This design comes from an exercise in tuning for small area, a short achievable clock period and few clock cycles on the open sky130 flow, not from production work. In this exercise RTL edits were held to simulation tests only and were not proved equivalent to the original. The clock port is modelled as an ideal driver; clocking choices that lean on that would not hold on a real chip. Power figures rest on the tool's default switching activity, not on a simulated workload.

== job 4030 ==
==> flow/design.v <==
package cpu_pkg;
	typedef logic [31:0] word_t;
	typedef logic [4:0] reg_addr_t;
	typedef enum logic [6:0] {
		opc_op     = 7'b0110011,
		opc_op_imm = 7'b0010011,
		opc_load   = 7'b0000011,
		opc_store  = 7'b0100011,
		opc_branch = 7'b1100011,
		opc_jal    = 7'b1101111
	} opcode_e;
	typedef enum logic [2:0] {
		fn_add,
		fn_slt,
		fn_xor,
		fn_or,
		fn_and
	} alu_fn_e;
endpackage
`timescale 1ns/1ps
module cpu #(
	parameter cpu_pkg::word_t reset_pc = 32'h0000_0000
) (
	input logic clock,
	input logic reset,
	output cpu_pkg::word_t instr_addr,
	input cpu_pkg::word_t instr_data,
	output cpu_pkg::word_t data_addr,
	output cpu_pkg::word_t data_wdata,
	output logic data_wen,
	output logic data_ren,
	input cpu_pkg::word_t data_rdata
);
	function automatic cpu_pkg::word_t add32(input cpu_pkg::word_t a, input cpu_pkg::word_t b,
		input logic cin);
		logic [31:0] g;
		logic [31:0] p;
		logic [31:0] gg;
		logic [31:0] pp;
		g = a & b;
		p = a ^ b;
		gg = g;
		pp = p;
		gg[0] = g[0] | (p[0] & cin);
		for (int d = 1; d < 32; d = d * 2) begin
			for (int i = 31; i >= d; i--) begin
				gg[i] = gg[i] | (pp[i] & gg[i - d]);
				pp[i] = pp[i] & pp[i - d];
			end
		end
		add32 = p ^ {gg[30:0], cin};
	endfunction
	cpu_pkg::word_t pc;
	logic x_valid;
	logic x_ld;
	logic x_st;
	logic x_br;
	logic x_wr;       
	logic x_pred;     
	logic x_sub;
	cpu_pkg::alu_fn_e x_fn;
	cpu_pkg::reg_addr_t x_rd;
	cpu_pkg::word_t x_a;   
	cpu_pkg::word_t x_b;   
	cpu_pkg::word_t x_c;   
	logic m_ren;
	logic m_wen;
	logic m_wr;
	logic m_ld;
	cpu_pkg::reg_addr_t m_rd;
	cpu_pkg::word_t m_res;
	cpu_pkg::word_t m_wdata;
	cpu_pkg::word_t rf [1:31];
	cpu_pkg::word_t m_val;
	assign data_addr = m_res;
	assign data_wdata = m_wdata;
	assign data_ren = m_ren;
	assign data_wen = m_wen;
	assign m_val = m_ld ? data_rdata : m_res;
	always_ff @(posedge clock) begin
		if (m_wr) begin
			rf[m_rd] <= m_val;
		end
	end
	cpu_pkg::word_t sum;
	logic lt;
	cpu_pkg::word_t alu;
	logic eq;
	logic mispredict;
	assign sum = add32(x_a, x_b, x_sub);
	assign lt = (x_a[31] == x_b[31]) ? x_a[31] : sum[31];
	always_comb begin
		case (x_fn)
			cpu_pkg::fn_slt: alu = {31'b0, lt};
			cpu_pkg::fn_xor: alu = x_a ^ x_b;
			cpu_pkg::fn_or: alu = x_a | x_b;
			cpu_pkg::fn_and: alu = x_a & x_b;
			default: alu = sum;
		endcase
	end
	assign eq = x_a == x_b;
	assign mispredict = x_valid && x_br && (eq != x_pred);
	always_ff @(posedge clock or negedge reset) begin
		if (!reset) begin
			m_ren <= 1'b0;
			m_wen <= 1'b0;
			m_wr <= 1'b0;
		end else begin
			m_ren <= x_valid && x_ld;
			m_wen <= x_valid && x_st;
			m_wr <= x_valid && x_wr;
		end
	end
	always_ff @(posedge clock) begin
		m_ld <= x_ld;
		m_rd <= x_rd;
		m_res <= alu;
		m_wdata <= x_c;
	end
	cpu_pkg::word_t ins;
	logic [6:0] opc;
	cpu_pkg::reg_addr_t rs1;
	cpu_pkg::reg_addr_t rs2;
	cpu_pkg::reg_addr_t rd;
	logic is_op;
	logic is_opi;
	logic is_ld;
	logic is_st;
	logic is_br;
	logic is_jal;
	logic uses_rs1;
	logic uses_rs2;
	logic pred;
	logic stall;
	cpu_pkg::word_t imm_i;
	cpu_pkg::word_t imm_s;
	cpu_pkg::word_t imm_b;
	cpu_pkg::word_t imm_j;
	cpu_pkg::word_t pc4;
	cpu_pkg::word_t target;
	cpu_pkg::word_t rf_a;
	cpu_pkg::word_t rf_b;
	logic fwd_xa;
	logic fwd_xb;
	logic fwd_ma;
	logic fwd_mb;
	cpu_pkg::word_t rs1_val;
	cpu_pkg::word_t rs2_val;
	cpu_pkg::word_t pc_next;
	logic wr;
	logic sub;
	cpu_pkg::alu_fn_e fn;
	assign ins = instr_data;
	assign instr_addr = pc;
	assign opc = ins[6:0];
	assign rs1 = ins[19:15];
	assign rs2 = ins[24:20];
	assign rd = ins[11:7];
	assign is_op = opc == cpu_pkg::opc_op;
	assign is_opi = opc == cpu_pkg::opc_op_imm;
	assign is_ld = opc == cpu_pkg::opc_load;
	assign is_st = opc == cpu_pkg::opc_store;
	assign is_br = opc == cpu_pkg::opc_branch;
	assign is_jal = opc == cpu_pkg::opc_jal;
	assign uses_rs1 = is_op || is_opi || is_ld || is_st || is_br;
	assign uses_rs2 = is_op || is_st || is_br;
	assign imm_i = {{20{ins[31]}}, ins[31:20]};
	assign imm_s = {{20{ins[31]}}, ins[31:25], ins[11:7]};
	assign imm_b = {{19{ins[31]}}, ins[31], ins[7], ins[30:25], ins[11:8], 1'b0};
	assign imm_j = {{11{ins[31]}}, ins[31], ins[19:12], ins[20], ins[30:21], 1'b0};
	assign pred = ins[31] || rs1 == rs2;
	assign pc4 = pc + 32'd4;
	assign target = add32(pc, ins[3] ? imm_j : imm_b, 1'b0);
	assign stall = x_valid && x_ld && x_wr &&
		((uses_rs1 && x_rd == rs1) || (uses_rs2 && x_rd == rs2));
	always_comb begin
		if (mispredict) begin
			pc_next = x_c;
		end else if (stall) begin
			pc_next = pc;
		end else if (is_jal || (is_br && pred)) begin
			pc_next = target;
		end else begin
			pc_next = pc4;
		end
	end
	assign rf_a = (rs1 == '0) ? '0 : rf[rs1];
	assign rf_b = (rs2 == '0) ? '0 : rf[rs2];
	assign fwd_xa = x_valid && x_wr && x_rd == rs1;
	assign fwd_xb = x_valid && x_wr && x_rd == rs2;
	assign fwd_ma = m_wr && m_rd == rs1;
	assign fwd_mb = m_wr && m_rd == rs2;
	assign rs1_val = fwd_ma ? m_val : rf_a;
	assign rs2_val = fwd_mb ? m_val : rf_b;
	assign wr = (is_op || is_opi || is_ld || is_jal) && rd != '0;
	assign sub = is_op && ((ins[14:12] == 3'b000 && ins[30]) || ins[14:12] == 3'b010);
	always_comb begin
		fn = cpu_pkg::fn_add;
		if (is_op) begin
			case (ins[14:12])
				3'b010: fn = cpu_pkg::fn_slt;
				3'b100: fn = cpu_pkg::fn_xor;
				3'b110: fn = cpu_pkg::fn_or;
				3'b111: fn = cpu_pkg::fn_and;
				default: fn = cpu_pkg::fn_add;
			endcase
		end
	end
	always_ff @(posedge clock or negedge reset) begin
		if (!reset) begin
			pc <= reset_pc;
			x_valid <= 1'b0;
		end else begin
			pc <= pc_next;
			x_valid <= !mispredict && !stall;
		end
	end
	always_ff @(posedge clock) begin
		x_ld <= is_ld;
		x_st <= is_st;
		x_br <= is_br;
		x_wr <= wr;
		x_pred <= pred;
		x_sub <= sub;
		x_fn <= fn;
		x_rd <= rd;
		if (fwd_xa && !is_jal) begin
			x_a <= alu;
		end else begin
			x_a <= is_jal ? '0 : rs1_val;
		end
		if (fwd_xb && (is_op || is_br)) begin
			x_b <= alu ^ {32{sub}};
		end else begin
			x_b <= (is_op || is_br) ? (rs2_val ^ {32{sub}}) : (is_jal ? pc4 : (is_st ? imm_s : imm_i));
		end
		if (fwd_xb && is_st) begin
			x_c <= alu;
		end else begin
			x_c <= is_st ? rs2_val : (pred ? pc4 : target);
		end
	end
endmodule
Settings: LEC_CHECK=0, ABC_CLOCK_PERIOD_IN_PS=3000, CAP_MARGIN=20, CELL_PAD_IN_SITES_DETAIL_PLACEMENT=1, CELL_PAD_IN_SITES_GLOBAL_PLACEMENT=2, CORE_MARGIN=2, CORE_UTILIZATION=52, CTS_BUF_LIST=sky130_fd_sc_hd__clkbuf_4 sky130_fd_sc_hd__clkbuf_8, PLACE_DENSITY=0.6, SETUP_SLACK_MARGIN=4.0, SLEW_MARGIN=20, TNS_END_PERCENT=10; clock period 7.0 ns.
standard.sh (not shown) runs the stock make flow with config.mk's settings and CLKGATE_MAP_FILE= SYNTH_SCRIPT=/design/flow/synth_recipe.tcl, a recipe that flattens the netlist after the stock synthesis.
==> flow/flow/run.sh <==
#!/bin/bash
# The standard layout (the standard.sh, all ORFS steps through finish),
# with two changes:
#  - the buffers that buffer_ports puts on every input and output port are
#    buf_4 cells instead of the delay cell it picks on its own;
#  - clock tree synthesis adds no dummy loads (the ORFS arguments otherwise).
# ORFS writes each step's log under orfs/logs/; make's own output goes to
# flow_make.log here.
set -euo pipefail
bash standard.sh 'BUFFER_PORTS_ARGS=-buffer_cell sky130_fd_sc_hd__buf_4' \
	'CTS_ARGS=-sink_clustering_enable -repair_clock_nets -dont_use_dummy_load -buf_list {sky130_fd_sc_hd__clkbuf_4 sky130_fd_sc_hd__clkbuf_8}' \
	finish > flow_make.log 2>&1
Job 4030 reached the final stage; the timing, DRC and antenna checks on its layout passed.
Testbench counts of job 4030, summed over its fixed seeds: cycles 142,315.
Input changes introduced in job 4523 (baseline for comparison: job 4030):
Settings: ABC_AREA: unset -> 1; PLACE_DENSITY: 0.6 -> 0.55; CORE_UTILIZATION: 52 -> 45.
Results
Per the final summary, job 4523 finished and its layout is clean on timing, DRC and antenna.
Delta(detailed-route vias per instance, job 4523 - job 4030) < 0
When job 4523 is set beside job 4030, its arrival time reported for the critical path endpoint turns out to be 0.19 ns smaller.
Comparing job 4523 with job 4030, the clock edge transition at the registers on the reported setup and hold paths came out essentially unchanged.
Between job 4030 and job 4523, the final critical-path required period is lower for job 4523.
Between job 4523 and job 4030, it is job 4523 whose maximum number of pins on one net before global-route repair is higher, by about 150%.
Job 4030 reports its slowest library cell on the worst path as sky130_fd_sc_hd__mux2_2 while job 4523 reports sky130_fd_sc_hd__or2_2.
Job 4523: xor and xnor area share after synthesis is 0.90 points lower than what job 4030 reported.
On global-route usage: between job 4030 and job 4523, it ends up higher for job 4030.
Higher top fanout value on the critical path goes to job 4523 over job 4030.
Job 4523 gives more wire length than job 4030 did.
Between job 4030 and job 4523, the flow reports power decreasing slightly.
## Diff of input files: job 2445 against job 4523
Settings: ABC_AREA no longer set, was 1; SETUP_SLACK_MARGIN now 3.6, was 4.0; PLACE_DENSITY now 0.5, was 0.55; CORE_UTILIZATION now 35, was 45.
diff --git a/flow/flow/run.sh b/flow/flow/run.sh
--- a/flow/flow/run.sh
+++ b/flow/flow/run.sh
@@ -3 +3 @@
-# with two changes:
+# with three changes:
@@ -6 +6,2 @@
-#  - clock tree synthesis adds no dummy loads (the ORFS arguments otherwise).
+#  - resizing may swap a cell for one of another footprint (same function);
+#  - the CTS step ends with one more setup repair pass (flow/extra_cts.tcl).
@@ -11,2 +12 @@
-	'CTS_ARGS=-sink_clustering_enable -repair_clock_nets -dont_use_dummy_load -buf_list {sky130_fd_sc_hd__clkbuf_4 sky130_fd_sc_hd__clkbuf_8}' \
-	finish > flow_make.log 2>&1
+	'MATCH_CELL_FOOTPRINT=0' "POST_CTS_TCL=$PWD/flow/extra_cts.tcl" finish > flow_make.log 2>&1
==> flow/flow/extra_cts.tcl (new file) <==
# Runs at the end of ORFS's CTS step (POST_CTS_TCL), after its own setup
# repair and legalization: one more setup repair pass on the placement
# parasitics, over every violating endpoint, then legalize again.
log_cmd estimate_parasitics -placement
log_cmd repair_timing -setup -setup_margin 4.0 -repair_tns 100 -verbose
log_cmd detailed_placement
check_placement -verbose
report_worst_slack -max
Notes after the runs:
Job 2445 vs. job 4523: clock network fraction of total power has increased, via count has decreased, final design instance area without fill has increased, first-pass GRT wire length has decreased, part of the power in combinational logic has increased.
Number of port buffers: job 2445 vs job 4523 identical
Of the two values seen for most common library cell in the layout ignoring fill and taps, sky130_fd_sc_hd__nand2_1 was produced by job 4523 and sky130_fd_sc_hd__edfxtp_1 by job 2445.
Comparing job 2445 and job 4523, the lower post-route minimum period is on job 4523.
On job 2445: reported combinational group power is about 11% higher than what job 4523 gave.
Job 2445 vs job 4523: headroom to the max-slew limit down in job 2445
In terms of multi-input combinational cell area, job 2445 and job 4523 differ only marginally.
Job 4523 ended up with sky130_fd_sc_hd__or2_2 as its cell with the largest stage delay on the worst path; job 2445 ended up with sky130_fd_sc_hd__o211ai_1.
The inputs of job 3364 differ from those of job 2445 as listed below.
Settings: a change of PLACE_DENSITY from 0.5 to 0.55; a change of SETUP_SLACK_MARGIN from 3.6 to 4.2; a change of CORE_UTILIZATION from 35 to 45; an added ABC_AREA of 1.
diff --git a/flow/flow/run.sh b/flow/flow/run.sh
--- a/flow/flow/run.sh
+++ b/flow/flow/run.sh
@@ -3 +3 @@
-# with three changes:
+# with two changes:
@@ -6,2 +6 @@
-#  - resizing may swap a cell for one of another footprint (same function);
-#  - the CTS step ends with one more setup repair pass (flow/extra_cts.tcl).
+#  - clock tree synthesis adds no dummy loads (the ORFS arguments otherwise).
@@ -12 +11,2 @@
-	'MATCH_CELL_FOOTPRINT=0' "POST_CTS_TCL=$PWD/flow/extra_cts.tcl" finish > flow_make.log 2>&1
+	'CTS_ARGS=-sink_clustering_enable -repair_clock_nets -dont_use_dummy_load -buf_list {sky130_fd_sc_hd__clkbuf_4 sky130_fd_sc_hd__clkbuf_8}' \
+	finish > flow_make.log 2>&1
removed: flow/flow/extra_cts.tcl
### Flow results
- The layout overhead on the synthesized area number comes out lower for job 3364 vs job 2445.
- Changes observed in job 3364 relative to job 2445: worst setup slack increased by 0.26 ns relative to the old numbers; total wirelength of the detailed-routed design increased by about 17% relative to the old numbers.

==> afterwards: timing with drivers on the ports <==
The flow's constraints put no driver on any port. The routed layouts listed below were extracted and timed again, unchanged, in two steps. Step 1, drivers: a clkbuf_16 drives clock and a buf_2 each remaining input, both assumed. Step 2 also shifts input and output timing later by t, the mid clock arrival at the registers, as if the neighbouring blocks saw the same clock. Three values: no drivers, after step 1, after step 2; two values: the first two.
run	shift t [ns]	setup slack, ns	hold WS [ns]
job 4030	0.963	3.570 / 3.214 / 2.252	0.354 / 0.354 / 0.354
job 4523	0.994	3.849 / 3.804 / 2.811	0.351 / 0.351 / 0.351
job 2445	1.047	3.495 / 3.359 / 2.312	0.361 / 0.361 / 0.361
job 3364	0.990	3.752 / 3.684 / 2.695	0.369 / 0.369 / 0.369
After both steps setup and hold are still met in every run listed. The setup slack of job 4030, which loses most, moves by -0.356 ns with the drivers and by -1.318 ns with both steps.
